What follows belongs to an exercise in optimizing a design on an open flow for small area, a short achievable clock period and few clock cycles per item; a production flow would make more cautious choices. Function was checked by simulation only, so behaviour that the tests miss may differ from the original. Power is estimated from default activity; no workload was simulated.

== violet ==
==> flow/design.v (excerpt) <==
module arp_cache_lru_unit (
	input  logic              clk,
	input  logic              arst_n,
	input  logic              in_valid,
	output logic              in_stall,
	input  logic              command,
	input  logic [acl_pkg::IP_W-1:0]   ip_addr,
	input  logic [acl_pkg::MAC_W-1:0]  mac_addr,
	output logic              out_valid,
	input  logic              out_stall,
	output logic [acl_pkg::MAC_W-1:0]  found_mac,
	output logic              hit,
	output logic              is_bcast,
	output logic [acl_pkg::SLOT_W-1:0] slot_used,
	input  logic              cfg_we,
	input  logic              cfg_index,
	input  logic [acl_pkg::CFG_W-1:0]  cfg_data
);
Size in the first run: about 5,300 cells after synthesis, about 180 I/O pins, about 66,000 um2 of cells after synthesis.
==> flow/config.mk <==
export PLATFORM = sky130hd
export DESIGN_NAME = arp_cache_lru_unit
export DESIGN_NICKNAME = arp_cache_lru_unit
export VERILOG_FILES = /design/flow/design.v
export SDC_FILE = /design/flow/constraint.sdc
export NUM_CORES = 4
export LEC_CHECK = 0
export ABC_AREA = 1
export CAP_MARGIN = 20
export CORE_MARGIN = 2
export CORE_UTILIZATION = 40
export CTS_CLUSTER_DIAMETER = 120
export CTS_CLUSTER_SIZE = 25
export SETUP_SLACK_MARGIN = 2.6
export SLEW_MARGIN = 20
==> flow/constraint.sdc <==
create_clock -name core_clock -period 5.0 [get_ports {clk}]
set_input_delay 1.0000 -clock core_clock [delete_from_list [all_inputs] [get_ports {clk}]]
set_output_delay 1.0000 -clock core_clock [all_outputs]
set_load 0.01 [all_outputs]
standard.sh (not shown) runs the stock make flow with config.mk's settings and CLKGATE_MAP_FILE= SYNTH_SCRIPT=/design/flow/synth_recipe.tcl, a recipe that flattens the netlist after the stock synthesis.
==> flow/flow/run.sh <==
#!/bin/bash
# The standard layout, except that port buffering uses a plain buffer cell
# instead of the delay cell it picks by default, and clock tree synthesis adds
# no dummy loads.
set -e
export BUFFER_PORTS_ARGS="-buffer_cell sky130_fd_sc_hd__buf_2"
export CTS_ARGS="-sink_clustering_enable -repair_clock_nets -sink_clustering_size 25 -sink_clustering_max_diameter 120 -dont_use_dummy_load"
bash standard.sh > standard.log 2>&1
violet: full flow OK, the timing, DRC and antenna checks passed
Testbench counts of violet, summed over its fixed seeds: cycles 8,016, items 8,000.
For sierra, these inputs were changed with respect to violet:
==> flow/flow/run.sh <==
#!/bin/bash
# The standard layout, except that port buffering uses a plain buffer cell
# instead of the delay cell it picks by default.
set -e
export BUFFER_PORTS_ARGS="-buffer_cell sky130_fd_sc_hd__buf_2"
bash standard.sh > standard.log 2>&1
-- flow/config.mk --
<<< violet, line 12
export CTS_CLUSTER_DIAMETER = 120
export CTS_CLUSTER_SIZE = 25
export SETUP_SLACK_MARGIN = 2.6
export SLEW_MARGIN = 20
>>> sierra, line 12
export CTS_CLUSTER_DIAMETER = 120
export CTS_CLUSTER_SIZE = 25
export SETUP_SLACK_MARGIN = 2.8
export SLEW_MARGIN = 20
### Flow results
As of sierra, count of non-CTS buffers in the layout had risen by more than a quarter compared to violet. Going from violet to sierra, period utilization shows no meaningful change, global-route track usage on met1 grew by 0.17 points, average wire length per cell after detail routing saw an increase, first-iteration DRC count higher, wire length of the first global-routing pass up about 2.2%. Compared to violet, sierra has number of clock buffers in the layout 53% higher.
For amber, these inputs were changed with respect to sierra:
-- flow/config.mk --
<<< sierra, line 12
export CTS_CLUSTER_DIAMETER = 120
export CTS_CLUSTER_SIZE = 25
export SETUP_SLACK_MARGIN = 2.8
export SLEW_MARGIN = 20
>>> amber, line 12
export CTS_CLUSTER_DIAMETER = 120
export CTS_CLUSTER_SIZE = 25
export SETUP_SLACK_MARGIN = 2.6
export SLEW_MARGIN = 20
Findings:
- The class of the most critical setup path comes out reg -> reg in one run and reg -> out in the other, namely in sierra and amber respectively.
- Taking sierra as the reference, in amber slack of the critical path grew by 0.017 ns; length in cells of the worst reg-to-reg path went down by 5.
- sierra → amber: met1 global-route usage down 0.32 points; total wire length down 7400 um; part of the power in combinational logic down 0.5 points; number of logic stages on the critical path including buffering down 10; post-route non-filler standard cell count down 1.4%.
- Of sierra and amber, the run reporting the higher sequential share of layout area was amber.
The following lists how yarrow was set up differently from amber:
-- flow/config.mk --
<<< amber, line 9
export CAP_MARGIN = 20
export CORE_MARGIN = 2
export CORE_UTILIZATION = 40
export CTS_CLUSTER_DIAMETER = 120
export CTS_CLUSTER_SIZE = 25
>>> yarrow, line 9
export CAP_MARGIN = 20
export CORE_MARGIN = 2
export CORE_UTILIZATION = 50
export CTS_CLUSTER_DIAMETER = 120
export CTS_CLUSTER_SIZE = 25
### Flow results
- Every run (yarrow and amber) finished clean.
- [yarrow vs amber] clock skew: lower in yarrow
- The total routing resource utilization after global routing number comes out lower for amber vs yarrow.
- Changes observed in yarrow relative to amber: clock power decreased by about 4.5% relative to the old numbers, global placement routability congestion increased by 0.018 relative to the old numbers, TritonCTS buffer count decreased by about 2.7% relative to the old numbers.
- Worst setup path startpoint = ip_addr[14]: yarrow; worst setup path startpoint = slot_q[3]: amber
- Measured against amber, the non-filler instance count after layout of yarrow comes out at 0.943 times the reference value.
- End of the critical path = w_hit_q: yarrow; end of the critical path = slot_used[3]: amber
Relative to yarrow, the following input files were edited for maple:
-- flow/config.mk --
<<< yarrow, line 9
export CAP_MARGIN = 20
export CORE_MARGIN = 2
export CORE_UTILIZATION = 50
export CTS_CLUSTER_DIAMETER = 120
export CTS_CLUSTER_SIZE = 25
export SETUP_SLACK_MARGIN = 2.6
export SLEW_MARGIN = 20
>>> maple, line 9
export CAP_MARGIN = 20
export CORE_MARGIN = 2
export CORE_UTILIZATION = 40
export CTS_CLUSTER_DIAMETER = 120
export CTS_CLUSTER_SIZE = 25
export SETUP_SLACK_MARGIN = 2.7
export SLEW_MARGIN = 20
Findings:
When the final numbers for yarrow and maple were put side by side, the minimum hold slack turned out to be greater in yarrow. On leakage component of the power, the lower figure sits with yarrow, not maple. Of maple and yarrow, it is maple that has the lower via count. Count of inverters other than clock inverters in the layout delta (yarrow -> maple): insignificant. maple vs yarrow: power density over cell area down.

==> separate check: timing with driven ports <==
How much do the figures lean on ideal ports? The routed layouts below were timed once more, with nothing changed but the port constraints.
Step 1: set_driving_cell puts a clkbuf_16 on clk and a buf_2 on each other input, an assumption about the parent block.
Step 2, shift: input delay + t, output delay - t, t = (earliest + latest rising clock arrival at the registers) / 2. This alone moves slack from input paths to output paths.
Three values: ideal ports, drivers, drivers and shift; two values: the first two.
run	t (ns)	setup WS [ns]	hold slack, ns	cell pins on the clock port's net
violet	0.776	2.583 / 2.518 / 1.887	0.265 / 0.223 / 0.424	1
sierra	0.797	2.589 / 2.524 / 2.000	0.293 / 0.245 / 0.484	1
amber	0.793	2.607 / 2.533 / 1.899	0.262 / 0.231 / 0.459	1
yarrow	0.787	2.602 / 2.549 / 1.836	0.355 / 0.311 / 0.481	1
maple	0.790	2.631 / 2.563 / 1.993	0.188 / 0.145 / 0.459	1
After both steps every run listed still meets setup and hold. The setup slack of yarrow, which loses most, moves by -0.053 ns with the drivers and by -0.766 ns with both steps.
